This design comes from an exercise in tuning for small area, a short achievable clock period and few clock cycles on the open sky130 flow, not from production work. Power is estimated from default activity; no workload was simulated.

==> flow/design.v <==
module fixed_partition_fit_allocator_unit (
   input  logic        clock,
   input  logic        reset,
   input  logic        csr_wr_en,
   input  logic [0:0]  csr_index,
   input  logic [4:0]  csr_wdata,
   input  logic        req_valid,
   output logic        req_stall,
   input  logic [20:0] req_payload,
   output logic        rsp_valid,
   input  logic        rsp_stall,
   output logic [20:0] rsp_payload
);
   localparam int N = 16;
   function automatic logic [1:0] cmp16(input logic [15:0] a, input logic [15:0] b);
      logic [15:0] g, e;
      g = a & ~b;
      e = ~(a ^ b);
      for (int st = 1; st < 16; st = st * 2)
         for (int k = 0; k < 16; k += 2 * st) begin
            g[k] = g[k+st] | (e[k+st] & g[k]);
            e[k] = e[k+st] & e[k];
         end
      cmp16 = {g[0], e[0]};
   endfunction
   function automatic logic [8:0] sub8(input logic [7:0] a, input logic [7:0] b);
      logic [7:0] g, t, gg, tt, ng, nt;
      g  = ~a & b;                          
      t  = ~a | b;                          
      gg = g;
      tt = t;
      for (int d = 1; d < 8; d = d * 2) begin
         ng = gg;
         nt = tt;
         for (int i = d; i < 8; i++) begin
            ng[i] = gg[i] | (tt[i] & gg[i-d]);
            nt[i] = tt[i] & tt[i-d];
         end
         gg = ng;
         tt = nt;
      end
      sub8[0] = a[0] ^ b[0];
      for (int i = 1; i < 8; i++) sub8[i] = a[i] ^ b[i] ^ gg[i-1];
      sub8[8] = gg[7];
   endfunction
   function automatic logic two16(input logic [15:0] x);
      logic [15:0] a, t;
      a = x;
      t = '0;
      for (int st = 1; st < 16; st = st * 2)
         for (int k = 0; k < 16; k += 2 * st) begin
            t[k] = t[k] | t[k+st] | (a[k] & a[k+st]);
            a[k] = a[k] | a[k+st];
         end
      two16 = t[0];
   endfunction
   logic            pol_next_q;
   logic            pol_bw_q;           
   logic            md_q;               
   logic [4:0]      count_q;
   logic [3:0]      ptr_q;              
   logic [N-1:0]    nf_a_q, nf_e_q;
   logic [N-1:0]    used_q;
   logic [N-1:0]    fresh_q;
   logic [15:0]     size_q [N];
   logic            rf_act_q;
   logic            rf_is_q;            
   logic [2:0]      rf_ph_q;
   logic            need_q;
   logic            v1_q, fe1_q, rf1_q, op1_q;
   logic [3:0]      idx1_q;
   logic [15:0]     w1_q;
   logic [N-1:0]    r1_q;               
   logic            v2_q, gr2_q;
   logic [N-1:0]    pick2_q;            
   logic [15:0]     b2_q;               
   logic            v3_q, gr3_q, bo3_q;
   logic [3:0]      idx3_q;
   logic [7:0]      lo3_q, hi3_q;
   logic            rsp_valid_q;
   logic [20:0]     rsp_q;
   logic freeze, accept, fe_issue, rf_issue;
   logic        in_op;
   logic [3:0]  in_idx;
   logic [15:0] in_w;
   assign in_op  = req_payload[20];
   assign in_idx = req_payload[19:16];
   assign in_w   = req_payload[15:0];
   assign freeze    = rsp_valid_q & rsp_stall;
   assign req_stall = freeze | rf_act_q | (req_valid & in_op & need_q);
   assign accept    = req_valid & ~req_stall & ~reset;
   logic [N-1:0] act;
   always_comb
      for (int i = 0; i < N; i++) act[i] = (count_q > 5'(i));
   logic         ld1;                   
   logic         s1_op, s1_req;
   logic [3:0]   s1_idx;
   logic [15:0]  want;
   logic [1:0]   cr [N];
   logic [1:0]   fcr;
   logic [N-1:0] r1;
   assign ld1    = v1_q & ~op1_q;
   assign s1_op  = ~rf_act_q & in_op;
   assign s1_req = ~rf_is_q & in_op;
   assign s1_idx = rf_is_q ? idx3_q : rf_act_q ? lo_idx : in_idx;
   assign want   = rf_is_q ? {hi3_q, lo3_q} : in_w;
   assign fcr    = cmp16(w1_q, want);
   always_comb
      for (int i = 0; i < N; i++) begin
         logic ge_i, le_i, hi_i;
         cr[i] = (ld1 && idx1_q == 4'(i)) ? fcr : cmp16(size_q[i], want);
         ge_i  = cr[i][1] | cr[i][0];
         le_i  = ~cr[i][1];
         hi_i  = (4'(i) > s1_idx);
         r1[i] = s1_req ? (ge_i & act[i]) : ((hi_i ^ md_q) ? ge_i : le_i);
      end
   assign fe_issue = rf_act_q & (rf_ph_q == 3'd0) & ~v1_q & ~v2_q & ~v3_q & ~rsp_valid_q & ~(&fresh_q);
   assign rf_issue = rf_is_q;
   always_ff @(posedge clock) begin
      if (reset) begin
         v1_q  <= 1'b0;
         fe1_q <= 1'b0;
         rf1_q <= 1'b0;
      end else if (!freeze) begin
         v1_q  <= accept;
         fe1_q <= fe_issue;
         rf1_q <= rf_issue;
      end
   end
   always_ff @(posedge clock)
      if (!freeze) begin
         op1_q  <= s1_op;
         idx1_q <= s1_idx;
         w1_q   <= want;
         r1_q   <= r1;
      end
   logic [N-1:0] dec1, upd2, ld2;
   logic         do_req2;
   assign do_req2 = v1_q & op1_q & ~freeze;
   always_comb
      for (int i = 0; i < N; i++) begin
         dec1[i] = (idx1_q == 4'(i));
         upd2[i] = (ld1 | rf1_q) & dec1[i];
         ld2[i]  = ld1 & dec1[i];
      end
   always_ff @(posedge clock)
      for (int i = 0; i < N; i++)
         if (ld2[i] && !freeze) size_q[i] <= w1_q;
   logic [N-1:0] ord [N];
   for (genvar i = 0; i < N; i++) begin : g_row
      for (genvar j = i + 1; j < N; j++) begin : g_col
         always_ff @(posedge clock) begin
            if (upd2[i])      ord[i][j] <= r1_q[j];
            else if (upd2[j]) ord[i][j] <= r1_q[i];
         end
      end
   end
   logic [N-1:0] fit;
   logic [N-1:0] beats [N];
   logic [N-1:0] win;
   logic         any_fit;
   assign fit     = r1_q & ~used_q;
   assign any_fit = |fit;
   always_comb begin
      for (int i = 0; i < N; i++) beats[i] = '0;
      for (int i = 0; i < N; i++)
         for (int j = i + 1; j < N; j++) begin
            beats[i][j] = nf_a_q[i] | ~nf_e_q[j] | (ord[i][j] & nf_e_q[i]);
            beats[j][i] = ~beats[i][j];
         end
      for (int i = 0; i < N; i++) begin
         win[i] = fit[i];
         for (int j = 0; j < N; j++)
            if (j != i) win[i] = win[i] & (~fit[j] | beats[i][j]);
      end
   end
   logic [N-1:0] win_ge, fit_at, p_at, p_all;
   logic [3:0]   win_idx;
   always_comb begin
      fit_at = fit & nf_a_q;
      p_at   = fit_at;
      p_all  = fit;
      for (int d = 1; d < N; d = d * 2)
         for (int i = N - 1; i >= d; i--) begin
            p_at[i]  = p_at[i]  | p_at[i-d];
            p_all[i] = p_all[i] | p_all[i-d];
         end
      win_ge = p_at[N-1] ? p_at : p_all;
      win_idx = '0;
      for (int i = 0; i < N; i++)
         if (win[i]) win_idx = win_idx | 4'(i);
   end
   always_ff @(posedge clock) begin
      if (reset) used_q <= '0;
      else used_q <= (used_q | (win & {N{do_req2}})) & ~ld2;
   end
   logic [N-1:0] start_therm;
   logic [1:0]   new_pol;
   logic [4:0]   new_count;
   logic         csr_we;
   logic         nf_upd;
   assign csr_we = csr_wr_en & ~reset;
   assign nf_upd = do_req2 & pol_next_q & any_fit;
   always_comb begin
      for (int i = 0; i < N; i++) start_therm[i] = (4'(i) >= ptr_q);
      new_pol   = (csr_index == 1'b0) ? csr_wdata[1:0]
                : {pol_next_q | (pol_bw_q & md_q), pol_bw_q};
      new_count = (csr_index == 1'b1) ? csr_wdata : count_q;
   end
   always_ff @(posedge clock) begin
      if (reset) begin
         pol_next_q <= 1'b0;
         pol_bw_q   <= 1'b0;
         count_q    <= 5'd16;
      end else if (csr_we) begin
         pol_next_q <= (new_pol == 2'd2);
         pol_bw_q   <= new_pol[0];
         count_q    <= new_count;
      end
   end
   logic [N-1:0] s_new;
   logic         nf_new;
   assign s_new  = ((new_pol == 2'd2) && ({1'b0, ptr_q} < new_count)) ? start_therm : '1;
   assign nf_new = ~new_pol[0];
   always_ff @(posedge clock) begin
      if (reset) begin
         ptr_q  <= 4'd0;
         nf_a_q <= '1;
         nf_e_q <= '1;
      end else if (csr_we) begin
         nf_a_q <= {N{nf_new}} & s_new;
         nf_e_q <= {N{~nf_new}} | s_new;
      end else if (nf_upd) begin
         ptr_q  <= win_idx;
         nf_a_q <= win_ge;
         nf_e_q <= win_ge;
      end
   end
   always_ff @(posedge clock) begin
      if (reset) begin
         md_q    <= 1'b0;
         fresh_q <= '0;
      end else if (csr_we && new_pol[0] && (new_pol[1] != md_q)) begin
         md_q    <= new_pol[1];
         fresh_q <= '0;
      end else begin
         fresh_q <= fresh_q | upd2;
      end
   end
   logic [N-1:0] stale, stale_lo;
   logic         two_nx, below;
   logic [3:0]   lo_idx;
   always_comb begin
      stale = ~fresh_q;
      below = 1'b0;
      for (int i = 0; i < N; i++) begin
         stale_lo[i] = stale[i] & ~below;
         below       = below | stale[i];
      end
      two_nx = two16(~(fresh_q | upd2));
      lo_idx = '0;
      for (int i = 0; i < N; i++)
         if (stale_lo[i]) lo_idx = lo_idx | 4'(i);
   end
   always_ff @(posedge clock) begin
      if (reset) begin
         rf_act_q <= 1'b0;
         rf_is_q  <= 1'b0;
         rf_ph_q  <= 3'd0;
         need_q   <= 1'b0;
      end else begin
         need_q   <= (csr_we ? new_pol[0] : pol_bw_q)
                     & (two_nx | (csr_we & new_pol[0] & (new_pol[1] != md_q)));
         rf_act_q <= req_valid & in_op & need_q;
         rf_is_q  <= req_valid & in_op & need_q & rf_act_q & (rf_ph_q == 3'd2);
         if (!rf_act_q || rf_ph_q == 3'd4) rf_ph_q <= 3'd0;
         else if (rf_ph_q != 3'd0 || fe_issue) rf_ph_q <= rf_ph_q + 3'd1;
      end
   end
   always_ff @(posedge clock) begin
      if (reset) v2_q <= 1'b0;
      else if (!freeze) v2_q <= v1_q;
   end
   always_ff @(posedge clock)
      if (!freeze) begin
         gr2_q   <= ~op1_q | any_fit;
         pick2_q <= op1_q ? win : dec1;
         b2_q    <= (op1_q & any_fit) ? w1_q : 16'd0;
      end
   logic [3:0]  idx3;
   logic [15:0] size3;
   always_comb begin
      idx3  = '0;
      size3 = '0;
      for (int i = 0; i < N; i++) begin
         if (pick2_q[i]) idx3 = idx3 | 4'(i);
         size3 = size3 | (size_q[i] & {16{pick2_q[i]}});
      end
   end
   always_ff @(posedge clock) begin
      if (reset) v3_q <= 1'b0;
      else if (!freeze) v3_q <= v2_q;
   end
   logic [8:0] lo3, hi3;
   assign lo3 = sub8(size3[7:0], b2_q[7:0]);
   assign hi3 = sub8(size3[15:8], b2_q[15:8]);
   always_ff @(posedge clock)
      if (!freeze) begin
         gr3_q  <= gr2_q;
         idx3_q <= idx3;
         lo3_q  <= lo3[7:0];
         bo3_q  <= lo3[8];
         hi3_q  <= hi3[7:0];
      end
   logic [8:0] hi4;
   assign hi4 = sub8(hi3_q, {7'd0, bo3_q});
   always_ff @(posedge clock) begin
      if (reset) rsp_valid_q <= 1'b0;
      else if (!freeze) rsp_valid_q <= v3_q;
   end
   always_ff @(posedge clock)
      if (!freeze) rsp_q <= {gr3_q, idx3_q, hi4[7:0], lo3_q};
   assign rsp_valid   = rsp_valid_q;
   assign rsp_payload = rsp_q;
endmodule
clock: 5.0 ns
lec_check: 0
cap_margin: 20
core_margin: 2
core_utilization: 40
place_density: 0.6
setup_slack_margin: 1.9
slew_margin: 20
run.sh (not shown) runs the stock make flow with config.mk's settings and CLKGATE_MAP_FILE= SYNTH_SCRIPT=/design/flow/synth_recipe.tcl, a recipe that flattens the netlist after the stock synthesis.
Then changed:
--- a/flow/design.v
+++ b/flow/design.v
@@ -56,13 +56,13 @@
    endfunction
    logic            pol_next_q;
    logic            pol_bw_q;           
    logic            md_q;               
    logic [4:0]      count_q;
    logic [3:0]      ptr_q;              
-   logic [N-1:0]    nf_a_q, nf_e_q;
+   logic [N-1:0]    nf_a_q, nf_b_q, nf_e_q;
    logic [N-1:0]    used_q;
    logic [N-1:0]    fresh_q;
    logic [15:0]     size_q [N];
    logic            rf_act_q;
    logic            rf_is_q;            
    logic [2:0]      rf_ph_q;
@@ -74,22 +74,20 @@
    logic            v2_q, gr2_q;
    logic [N-1:0]    pick2_q;            
    logic [15:0]     b2_q;               
    logic            v3_q, gr3_q, bo3_q;
    logic [3:0]      idx3_q;
    logic [7:0]      lo3_q, hi3_q;
-   logic            rsp_valid_q;
-   logic [20:0]     rsp_q;
    logic freeze, accept, fe_issue, rf_issue;
    logic        in_op;
    logic [3:0]  in_idx;
    logic [15:0] in_w;
    assign in_op  = req_payload[20];
    assign in_idx = req_payload[19:16];
    assign in_w   = req_payload[15:0];
-   assign freeze    = rsp_valid_q & rsp_stall;
+   assign freeze    = v3_q & rsp_stall;
    assign req_stall = freeze | rf_act_q | (req_valid & in_op & need_q);
    assign accept    = req_valid & ~req_stall & ~reset;
    logic [N-1:0] act;
    always_comb
       for (int i = 0; i < N; i++) act[i] = (count_q > 5'(i));
    logic         ld1;                   
@@ -111,13 +109,13 @@
          cr[i] = (ld1 && idx1_q == 4'(i)) ? fcr : cmp16(size_q[i], want);
          ge_i  = cr[i][1] | cr[i][0];
          le_i  = ~cr[i][1];
          hi_i  = (4'(i) > s1_idx);
          r1[i] = s1_req ? (ge_i & act[i]) : ((hi_i ^ md_q) ? ge_i : le_i);
       end
-   assign fe_issue = rf_act_q & (rf_ph_q == 3'd0) & ~v1_q & ~v2_q & ~v3_q & ~rsp_valid_q & ~(&fresh_q);
+   assign fe_issue = rf_act_q & (rf_ph_q == 3'd0) & ~v1_q & ~v2_q & ~v3_q & ~(&fresh_q);
    assign rf_issue = rf_is_q;
    always_ff @(posedge clock) begin
       if (reset) begin
          v1_q  <= 1'b0;
          fe1_q <= 1'b0;
          rf1_q <= 1'b0;
@@ -162,13 +160,13 @@
    assign fit     = r1_q & ~used_q;
    assign any_fit = |fit;
    always_comb begin
       for (int i = 0; i < N; i++) beats[i] = '0;
       for (int i = 0; i < N; i++)
          for (int j = i + 1; j < N; j++) begin
-            beats[i][j] = nf_a_q[i] | ~nf_e_q[j] | (ord[i][j] & nf_e_q[i]);
+            beats[i][j] = nf_a_q[i] | nf_b_q[j] | (ord[i][j] & nf_e_q[i]);
             beats[j][i] = ~beats[i][j];
          end
       for (int i = 0; i < N; i++) begin
          win[i] = fit[i];
          for (int j = 0; j < N; j++)
             if (j != i) win[i] = win[i] & (~fit[j] | beats[i][j]);
@@ -223,19 +221,22 @@
    assign s_new  = ((new_pol == 2'd2) && ({1'b0, ptr_q} < new_count)) ? start_therm : '1;
    assign nf_new = ~new_pol[0];
    always_ff @(posedge clock) begin
       if (reset) begin
          ptr_q  <= 4'd0;
          nf_a_q <= '1;
+         nf_b_q <= '0;
          nf_e_q <= '1;
       end else if (csr_we) begin
          nf_a_q <= {N{nf_new}} & s_new;
+         nf_b_q <= {N{nf_new}} & ~s_new;
          nf_e_q <= {N{~nf_new}} | s_new;
       end else if (nf_upd) begin
          ptr_q  <= win_idx;
          nf_a_q <= win_ge;
+         nf_b_q <= ~win_ge;
          nf_e_q <= win_ge;
       end
    end
    always_ff @(posedge clock) begin
       if (reset) begin
          md_q    <= 1'b0;
@@ -311,15 +312,9 @@
          lo3_q  <= lo3[7:0];
          bo3_q  <= lo3[8];
          hi3_q  <= hi3[7:0];
       end
    logic [8:0] hi4;
    assign hi4 = sub8(hi3_q, {7'd0, bo3_q});
-   always_ff @(posedge clock) begin
-      if (reset) rsp_valid_q <= 1'b0;
-      else if (!freeze) rsp_valid_q <= v3_q;
-   end
-   always_ff @(posedge clock)
-      if (!freeze) rsp_q <= {gr3_q, idx3_q, hi4[7:0], lo3_q};
-   assign rsp_valid   = rsp_valid_q;
-   assign rsp_payload = rsp_q;
+   assign rsp_valid   = v3_q;
+   assign rsp_payload = {gr3_q, idx3_q, hi4[7:0], lo3_q};
 endmodule
The new run ran to the end with no violations.
Worst hold slack barely changes.
Clock skew grows by 0.0072 ns.
Routed wire length climbs slightly.
Die area fell slightly.
Combinational power went up by a few percent.
Synthesized area drops slightly.
Cell area came out higher slightly.
Non-clock buffer count came out higher by 33.
Fmax climbs by a few percent.
Sequential power is lower by a few percent.
Function was not checked in any run of this note: the RTL went through the layout flow alone.

## afterwards: timing with drivers on the ports
The results above use ideal ports. As a check the final layouts listed here were re-extracted and re-timed, cells and wires unchanged. Step 1, drivers: a clkbuf_16 drives clock and a buf_2 each remaining input, both assumed. Step 2 adds t to the input delays and takes it off the output delays; t is the mean of the earliest and latest rising clock arrival at the registers after step 1. Input paths then give back, and output paths get back, about the clock's delay inside the block. Three values: no drivers, after step 1, after step 2; two values: the first two.
run | t (ns) | slack for setup (ns) | worst setup path at the end | clock arrival spread, ns | pins driven straight from the clock port
the first run | 0.698 | 1.498 / 1.522 / 0.845 | input to register | 0.036 / 0.036 | 1
the second run | 0.679 | 1.668 / 1.684 / 1.030 | input to register | 0.042 / 0.042 | 1
After both steps setup and hold are still met in every run listed. The setup slack of the first run, which loses most, moves by +0.024 ns with the drivers and by -0.653 ns with both steps.
